This design comes from an exercise in tuning for small area, a short achievable clock period and few clock cycles per item on the open sky130 flow, not from production work. In this exercise RTL edits were held to simulation tests only and were not proved equivalent to the original. Power and IR drop assume default switching activity.

Design gobang_move_sequencer, start of the top module:
module gobang_move_sequencer #(
   parameter int BOARD_N = 15,
   parameter int WIN_LEN = 5
) (
   input  logic                         clk,
   input  logic                         rst_n,
   input  logic                         new_game,
   input  logic                         move_valid,
   output logic                         move_ready,
   input  logic [3:0]                   move_row,
   input  logic [3:0]                   move_col,
   output logic                         result_valid,
   output logic [1:0]                   result_code,
   output logic                         winner,
   output logic                         turn,
   output logic                         game_over,
   output logic [7:0]                   move_count,
   output logic [BOARD_N*BOARD_N-1:0]   board_black,
   output logic [BOARD_N*BOARD_N-1:0]   board_white
);
   localparam int N     = BOARD_N;
   localparam int CELLS = N * N;
   localparam int W     = WIN_LEN;
   localparam int ND    = 2 * N - 1;      
   logic             result_valid_q;
   logic [1:0]       result_code_q;
   logic             winner_q;
   logic             turn_q;
   logic             over_q;
   logic [7:0]       count_q;
   logic [CELLS-1:0] black_q;
   logic [CELLS-1:0] white_q;
   logic [N-1:0]  rsel, csel;         
   logic [ND-1:0] dsel;               
   logic [ND-1:0] asel;               
   logic [3:0] rh, rl, ch, cl;
   logic [6:0] dh, dl;                
   logic [6:0] sh, sl;                
   always_comb begin
      for (int a = 0; a < 4; a++) begin
         rh[a] = (move_row[3:2] == 2'(a));
         rl[a] = (move_row[1:0] == 2'(a));
         ch[a] = (move_col[3:2] == 2'(a));
         cl[a] = (move_col[1:0] == 2'(a));
      end
      for (int i = 0; i < N; i++) begin
         rsel[i] = rh[i / 4] & rl[i % 4];
         csel[i] = ch[i / 4] & cl[i % 4];
      end
      dh = '0; dl = '0; sh = '0; sl = '0;
      for (int a = 0; a < 4; a++)
         for (int b = 0; b < 4; b++) begin
            dh[b - a + 3] = dh[b - a + 3] | (rh[a] & ch[b]);
            dl[b - a + 3] = dl[b - a + 3] | (rl[a] & cl[b]);
            sh[a + b]     = sh[a + b]     | (rh[a] & ch[b]);
            sl[a + b]     = sl[a + b]     | (rl[a] & cl[b]);
         end
      dsel = '0;
      asel = '0;
      for (int x = 0; x < 7; x++)
         for (int y = 0; y < 7; y++) begin
  ...
clock: 12.0 ns
lec_check: 0
cap_margin: 30
core_margin: 2
core_utilization: 35
place_density: 0.5
slew_margin: 30
standard.sh (not shown) runs the stock make flow with config.mk's settings and CLKGATE_MAP_FILE= SYNTH_SCRIPT=/design/flow/synth_recipe.tcl, a recipe that flattens the netlist after the stock synthesis.
==> flow/flow/run.sh <==
#!/bin/bash
# Standard ORFS layout, with the port buffers made from the smallest buffer cell
# and timing repair aiming 6 ns below the clock period.
set -euo pipefail
export BUFFER_PORTS_ARGS="-buffer_cell sky130_fd_sc_hd__buf_1"
export SETUP_SLACK_MARGIN=6
bash standard.sh > flow.log 2>&1
The starting point ran to the end with no violations.
Testbench counts at the start, summed over its fixed seeds: cycles 5,179, moves 5,091.
Change:
==> flow/flow/run.sh (replaced) <==
#!/bin/bash
# Standard ORFS layout, with the port buffers made from the smallest buffer cell
# and timing repair aiming 7 ns below the clock period.
set -euo pipefail
export BUFFER_PORTS_ARGS="-buffer_cell sky130_fd_sc_hd__buf_1"
export SETUP_SLACK_MARGIN=7
bash standard.sh > flow.log 2>&1
- ABC_AREA: not set -> 1
What happened: Register-to-register slack improved by 1200 ps; wire length decreases by 4.9%; final area decreases by 1.9%; core utilization decreases by 0.92 points; worst setup slack improved by 1100 ps; worst hold slack got worse by 50 ps; via count increases by 4.6%; maximum frequency increases by 22%; synthesized area increases by 0.37%.
Change:
- CORE_UTILIZATION: 35 -> 40
- GPL_ROUTABILITY_DRIVEN: not set -> 0
- PLACE_DENSITY: 0.5 -> 0.55
The new run completed with no timing, DRC or antenna violations.
Global-route usage rises by 0.77 points.
Die area falls by 12%.
Final cell count falls by 3.6%.
Via count rises by 2.2%.
Change:
- CORE_UTILIZATION: 40 -> 46
- GPL_ROUTABILITY_DRIVEN: 0 -> not set
- PLACE_DENSITY: 0.55 -> 0.62
=> The new run completed without violations; via count rises by 2.6%; routed wire length rises by 2.6%; final area rises by 1.6%; maximum frequency rises by 2.5%; final cell count falls by 1.3%.

* * *

Another version of the RTL of gobang_move_sequencer (not shown whole).
Size: roughly 3300 cells after synthesis, roughly 480 I/O pins, about 30000 um^2 of cells after synthesis.
Design gobang_move_sequencer, start of the top module:
module gobang_move_sequencer #(
   parameter int BOARD_N = 15,
   parameter int WIN_LEN = 5
) (
   input  logic                         clk,
   input  logic                         rst_n,
   input  logic                         new_game,
   input  logic                         move_valid,
   output logic                         move_ready,
   input  logic [3:0]                   move_row,
   input  logic [3:0]                   move_col,
   output logic                         result_valid,
   output logic [1:0]                   result_code,
   output logic                         winner,
   output logic                         turn,
   output logic                         game_over,
   output logic [7:0]                   move_count,
   output logic [BOARD_N*BOARD_N-1:0]   board_black,
   output logic [BOARD_N*BOARD_N-1:0]   board_white
);
export LEC_CHECK = 0
export CAP_MARGIN = 30
export CORE_MARGIN = 2
export CORE_UTILIZATION = 35
export PLACE_DENSITY = 0.5
export SLEW_MARGIN = 30
create_clock -name core_clock -period 12.0 [get_ports {clk}]
==> flow/flow/run.sh <==
#!/bin/bash
# Standard ORFS layout, with the port buffers made from the smallest buffer cell
# and timing repair aiming 6.3 ns below the clock period.
set -euo pipefail
export BUFFER_PORTS_ARGS="-buffer_cell sky130_fd_sc_hd__buf_1"
export SETUP_SLACK_MARGIN=6.3
bash standard.sh > flow.log 2>&1
The first run finished with timing, DRC and antenna clean.
Testbench counts at the start, summed over its fixed seeds: cycles 5,179, moves 5,091.
Change:
==> flow/flow/run.sh (replaced) <==
#!/bin/bash
# Standard ORFS layout, with the port buffers made from the smallest buffer cell
# and timing repair aiming 7 ns below the clock period.
set -euo pipefail
export BUFFER_PORTS_ARGS="-buffer_cell sky130_fd_sc_hd__buf_1"
export SETUP_SLACK_MARGIN=7
bash standard.sh > flow.log 2>&1
Settings changed: ABC_AREA from default to 1, CORE_UTILIZATION 35 to 40, PLACE_DENSITY 0.5 to 0.55.
Outcome:
- The changed run completed with no timing, DRC or antenna violations
- register-to-register slack is better by 810 ps
- worst setup slack gets better by 710 ps
- total power is lower slightly
Change:
Settings changed: ABC_AREA 1 to default, CORE_UTILIZATION 40 to 35, PLACE_DENSITY 0.55 to 0.5.
Wire length climbs by 13%.
Fmax drops by 3.9%.
Critical path depth drops by 8.
Utilization drops by 3.2 points.
Worst setup slack is worse by 210 ps.
First-iteration DRC count drops by 6.4%.
Change:
==> flow/flow/run.sh (replaced) <==
#!/bin/bash
# Standard ORFS layout, with the port buffers made from the smallest buffer cell
# and timing repair aiming 7.6 ns below the clock period.
set -euo pipefail
export BUFFER_PORTS_ARGS="-buffer_cell sky130_fd_sc_hd__buf_1"
export SETUP_SLACK_MARGIN=7.6
bash standard.sh > flow.log 2>&1
Settings changed: ABC_AREA from default to 1.
Effect:
- count of clock-buffer cells in the layout climbs by 5
- sequential power barely changes
- final area rises by 6.0%
- global-route usage went down by 5.6 points
- total power stays flat
- core utilization climbs by 0.21 points
- via count rises by 9.5%
- maximum frequency went up by 8.7%
- critical path depth goes up by 7
- synthesized area came out higher by 5.5%
- hold slack degrades by 110 ps
Change:
==> flow/flow/run.sh (replaced) <==
#!/bin/bash
# Standard ORFS layout, with the port buffers made from the smallest buffer cell
# and timing repair aiming 7 ns below the clock period.
set -euo pipefail
export BUFFER_PORTS_ARGS="-buffer_cell sky130_fd_sc_hd__buf_1"
export SETUP_SLACK_MARGIN=7
bash standard.sh > flow.log 2>&1
The changed run produced a clean layout.
Synthesized cell count is unchanged.
Clock-buffer cell count drops by 3.
Sequential share of layout area climbs by 1.8 points.
Clock skew drops by 13 ps.

* * *

Another version of the RTL of gobang_move_sequencer (not shown whole).
Size: roughly 3500 cells after synthesis, roughly 460 flip-flops, ~480 I/O pins, about 31000 sq um of cells after synthesis.
Design gobang_move_sequencer, start of the top module:
module gobang_move_sequencer #(
   parameter int BOARD_N = 15,
   parameter int WIN_LEN = 5
) (
   input  logic                         clk,
   input  logic                         rst_n,
   input  logic                         new_game,
   input  logic                         move_valid,
   output logic                         move_ready,
   input  logic [3:0]                   move_row,
   input  logic [3:0]                   move_col,
   output logic                         result_valid,
   output logic [1:0]                   result_code,
   output logic                         winner,
   output logic                         turn,
   output logic                         game_over,
   output logic [7:0]                   move_count,
   output logic [BOARD_N*BOARD_N-1:0]   board_black,
   output logic [BOARD_N*BOARD_N-1:0]   board_white
);
make LEC_CHECK=0 CAP_MARGIN=20 CORE_MARGIN=2 CORE_UTILIZATION=55 SETUP_SLACK_MARGIN=5 SLEW_MARGIN=20 finish   # period 12.0 ns
run.sh (not shown) runs the stock make flow with config.mk's settings and CLKGATE_MAP_FILE= SYNTH_SCRIPT=/design/flow/synth_recipe.tcl, a recipe that flattens the netlist after the stock synthesis.
Stock flow here: none of the scripts above is used.
The baseline did not get past 5_1_grt.
Testbench counts at the start, summed over its fixed seeds: cycles 5,179, moves 5,091.
Change:
CORE_UTILIZATION = 40   (was 55)
SETUP_SLACK_MARGIN = not set   (was 5)
Effect: This time the run finished but fails on capacitance limit. Area after synthesis stays the same. Synthesized cell count does not change.
Change:
==> flow/flow/run.sh (new file) <==
#!/bin/bash
# Standard ORFS layout, with the port buffers made from the smallest buffer cell.
set -euo pipefail
export BUFFER_PORTS_ARGS="-buffer_cell sky130_fd_sc_hd__buf_1"
bash standard.sh > flow.log 2>&1
==> flow/standard.sh (new file) <==
#!/bin/bash
# synth_recipe.tcl (not shown) runs the flow's synth.tcl, then flattens the netlist and writes it again
# the make line also repeats each setting of config.mk as NAME=value (left out here)
make -C /OpenROAD-flow-scripts/flow DESIGN_CONFIG=/design/flow/config.mk WORK_HOME=/design/flow/orfs CLKGATE_MAP_FILE= SYNTH_SCRIPT=/design/flow/synth_recipe.tcl "${@:-finish}"
removed: flow/run.sh
Result: The changed run produced a clean layout. Clock skew went up by 0.034 ns. Synthesized area is unchanged. Synthesized cell count does not change. Total power went up slightly. Sequential share of layout area went up by 2.5 points. Via count went down slightly. Non-clock buffer count went down by 11. Die area is unchanged. Cell count is about the same.
Change:
==> flow/run.sh (new file) <==
#!/bin/bash
# synth_recipe.tcl (not shown) runs the flow's synth.tcl, then flattens the netlist and writes it again
# the make line also repeats each setting of config.mk as NAME=value (left out here)
make -C /OpenROAD-flow-scripts/flow DESIGN_CONFIG=/design/flow/config.mk WORK_HOME=/design/flow/orfs CLKGATE_MAP_FILE= SYNTH_SCRIPT=/design/flow/synth_recipe.tcl finish
SETUP_SLACK_MARGIN = 5   (was not set)
removed: flow/flow/run.sh
removed: flow/standard.sh
Outcome: The new run completed without violations; die area is unchanged; non-clock buffer count went up by 37; total power barely changes; combinational power increases by 10%; hold slack is worse by 0.014 ns.
Change:
CAP_MARGIN = 35   (was 20)
CORE_UTILIZATION = 35   (was 40)
PLACE_DENSITY = 0.5   (was not set)
SETUP_SLACK_MARGIN = not set   (was 5)
SLEW_MARGIN = 35   (was 20)
Effect:
- clock skew grows by 0.019 ns
- hold slack improved by 0.0095 ns
- routed wire length grows by 1.7%

* * *

== v3 ==
gobang_move_sequencer, a different RTL version from the one above (not shown whole).
Size: roughly 460 flip-flops, about 480 I/O pins, roughly 32000 µm² of cells after synthesis.
clock: 12.0 ns
lec_check: 0
cap_margin: 30
core_margin: 2
core_utilization: 40
slew_margin: 30
standard.sh (not shown) runs the stock make flow with config.mk's settings and CLKGATE_MAP_FILE= SYNTH_SCRIPT=/design/flow/synth_recipe.tcl, a recipe that flattens the netlist after the stock synthesis.
==> flow/flow/run.sh <==
#!/bin/bash
# Standard ORFS layout, with the port buffers made from the smallest buffer cell
# and timing repair aiming 7 ns below the clock period.
set -euo pipefail
export BUFFER_PORTS_ARGS="-buffer_cell sky130_fd_sc_hd__buf_1"
export SETUP_SLACK_MARGIN=7
bash standard.sh > flow.log 2>&1
v3 did not run to completion, as it errored out during global routing.
Testbench counts of v3, summed over its fixed seeds: cycles 5,179, moves 5,091.
The following lists how v14 was set up differently from v3:
Settings: SETUP_SLACK_MARGIN now 5, previously not set.
==> flow/flow/run.sh <==
#!/bin/bash
# Standard ORFS layout, with the port buffers made from the smallest buffer cell.
set -euo pipefail
export BUFFER_PORTS_ARGS="-buffer_cell sky130_fd_sc_hd__buf_1"
bash standard.sh > flow.log 2>&1
[summary]
- No stage failed in v14, and the final checks on the layout all came back clean.
- The share of synthesized flip-flops with an asynchronous set or reset on v3 is in line with that on v14.
- Comparing v14 and v3, the lower post-cts resize count was measured on v14.
- Per the comparison of v14 with v3, mapped cell area held steady, total half-perimeter wirelength after legalization and detailed placement rose 3.5%, maximum buffer depth of the clock tree closely matched the old numbers.
- [compare] base=v3 new=v14: placer's final routability congestion estimate went down; total CTS buffers went up.

* * *

## lane 1
RTL: one of the versions met above, not the one the previous note started from.
Size in the first run: roughly 4,400 cells after synthesis, roughly 460 flip-flops, about 480 I/O pins, about 30,000 um^2 of cells after synthesis.
export LEC_CHECK = 0
export ABC_AREA = 1
export CAP_MARGIN = 20
export CORE_MARGIN = 2
export CORE_UTILIZATION = 40
export PLACE_DENSITY = 0.55
export SLEW_MARGIN = 20
create_clock -name core_clock -period 12.0 [get_ports {clk}]
==> flow/flow/run.sh <==
#!/bin/bash
# Standard ORFS layout, with the port buffers made from the smallest buffer cell
# and timing repair aiming 7 ns below the clock period.
set -euo pipefail
export BUFFER_PORTS_ARGS="-buffer_cell sky130_fd_sc_hd__buf_1"
export SETUP_SLACK_MARGIN=7
bash standard.sh > flow.log 2>&1
Testbench counts of lane 1, summed over its fixed seeds: cycles 5,179, moves 5,091.
Input-level comparison between lane 2 and lane 1:
- CAP_MARGIN changed from 20 to 30
- SLEW_MARGIN changed from 20 to 30
--- a/flow/flow/run.sh
+++ b/flow/flow/run.sh
@@ -3 +3 @@
-# and timing repair aiming 7 ns below the clock period.
+# and timing repair aiming 7.3 ns below the clock period.
@@ -6 +6 @@
-export SETUP_SLACK_MARGIN=7
+export SETUP_SLACK_MARGIN=7.3
### Flow results
Compared with lane 1, in lane 2 total chip power up about 2.2%, layout clock buffer count now larger, initial antenna violation count went up 3.
Relative to lane 2, the following input files were edited for lane 3:
--- a/flow/flow/run.sh
+++ b/flow/flow/run.sh
@@ -3 +3 @@
-# and timing repair aiming 7.3 ns below the clock period.
+# and timing repair aiming 7 ns below the clock period.
@@ -6 +6 @@
-export SETUP_SLACK_MARGIN=7.3
+export SETUP_SLACK_MARGIN=7
[summary]
- Lane 3 finished every step from synthesis to the final layout, and the layout passed the timing, design-rule and antenna checks.
- When the final numbers for lane 3 and lane 2 were put side by side, the internal power component turned out to be greater in lane 2.
- Sort lane 3 and lane 2 by final standard cell area without fillers, ascending, and lane 3 comes first.
- Comparing clock tree cell share of total cell area for lane 3 and lane 2, the bigger number came from lane 3.

-- port drivers added, routing unchanged --
The flow's constraints put no driver on any port. The routed layouts listed below were extracted and timed again, unchanged, in two steps.
Step 1 sets driving cells, clkbuf_16 on the clock port and buf_2 on the other inputs (assumed; they add their load-dependent delay and slew).
Step 2 also shifts input and output timing later by t, the mid clock arrival at the registers, as if the neighbouring blocks saw the same clock.
Slacks: ideal ports / drivers / drivers and shift; pairs: ideal ports / drivers.
run | t, ns | slack for setup (ns) | hold WS [ns] | clock arrival spread, ns | slew at the worst register clock pin (ns)
the first run of note 1 | 0.716 | 5.820 / 5.655 / 4.939 | 0.534 / 0.534 / 0.534 | 0.044 / 0.044 | 0.07 / 0.07
the second run of note 1 | 0.738 | 6.941 / 6.992 / 6.254 | 0.485 / 0.485 / 0.485 | 0.050 / 0.051 | 0.08 / 0.08
the third run of note 1 | 0.704 | 6.816 / 6.863 / 6.160 | 0.481 / 0.481 / 0.481 | 0.036 / 0.035 | 0.07 / 0.07
the fourth run of note 1 | 0.712 | 6.942 / 6.992 / 6.281 | 0.491 / 0.491 / 0.491 | 0.050 / 0.051 | 0.08 / 0.08
the first run of note 2 | 0.760 | 6.188 / 6.242 / 5.482 | 0.516 / 0.516 / 0.516 | 0.050 / 0.049 | 0.07 / 0.07
the second run of note 2 | 0.722 | 6.894 / 6.918 / 6.196 | 0.445 / 0.445 / 0.445 | 0.029 / 0.030 | 0.07 / 0.07
the third run of note 2 | 0.747 | 6.687 / 6.503 / 5.756 | 0.556 / 0.556 / 0.556 | 0.059 / 0.058 | 0.07 / 0.07
the fourth run of note 2 | 0.755 | 7.113 / 7.061 / 6.306 | 0.447 / 0.447 / 0.447 | 0.039 / 0.040 | 0.08 / 0.08
the fifth run of note 2 | 0.734 | 6.949 / 6.967 / 6.232 | 0.447 / 0.447 / 0.447 | 0.029 / 0.029 | 0.07 / 0.07
the second run of note 3 | 0.762 | 2.782 / 2.835 / 2.073 | 0.570 / 0.570 / 0.570 | 0.032 / 0.033 | 0.08 / 0.08
the third run of note 3 | 0.745 | 2.941 / 2.992 / 2.247 | 0.581 / 0.581 / 0.581 | 0.066 / 0.066 | 0.07 / 0.07
the fourth run of note 3 | 0.754 | 4.621 / 4.672 / 3.918 | 0.566 / 0.566 / 0.566 | 0.028 / 0.029 | 0.08 / 0.08
the fifth run of note 3 | 0.776 | 3.200 / 3.249 / 2.473 | 0.576 / 0.576 / 0.576 | 0.048 / 0.049 | 0.08 / 0.08
v14 | 0.715 | 4.761 / 4.811 / 4.096 | 0.517 / 0.517 / 0.517 | 0.069 / 0.068 | 0.07 / 0.07
lane 1 | 0.746 | 6.954 / 7.003 / 6.258 | 0.481 / 0.481 / 0.481 | 0.027 / 0.027 | 0.07 / 0.07
lane 2 | 0.746 | 7.030 / 7.075 / 6.330 | 0.483 / 0.483 / 0.483 | 0.038 / 0.039 | 0.07 / 0.07
lane 3 | 0.737 | 6.962 / 6.984 / 6.247 | 0.485 / 0.485 / 0.485 | 0.038 / 0.038 | 0.07 / 0.07
For the third run of note 2, which loses most, drivers alone change the setup slack by -0.184 ns; drivers and shift together by -0.931 ns.
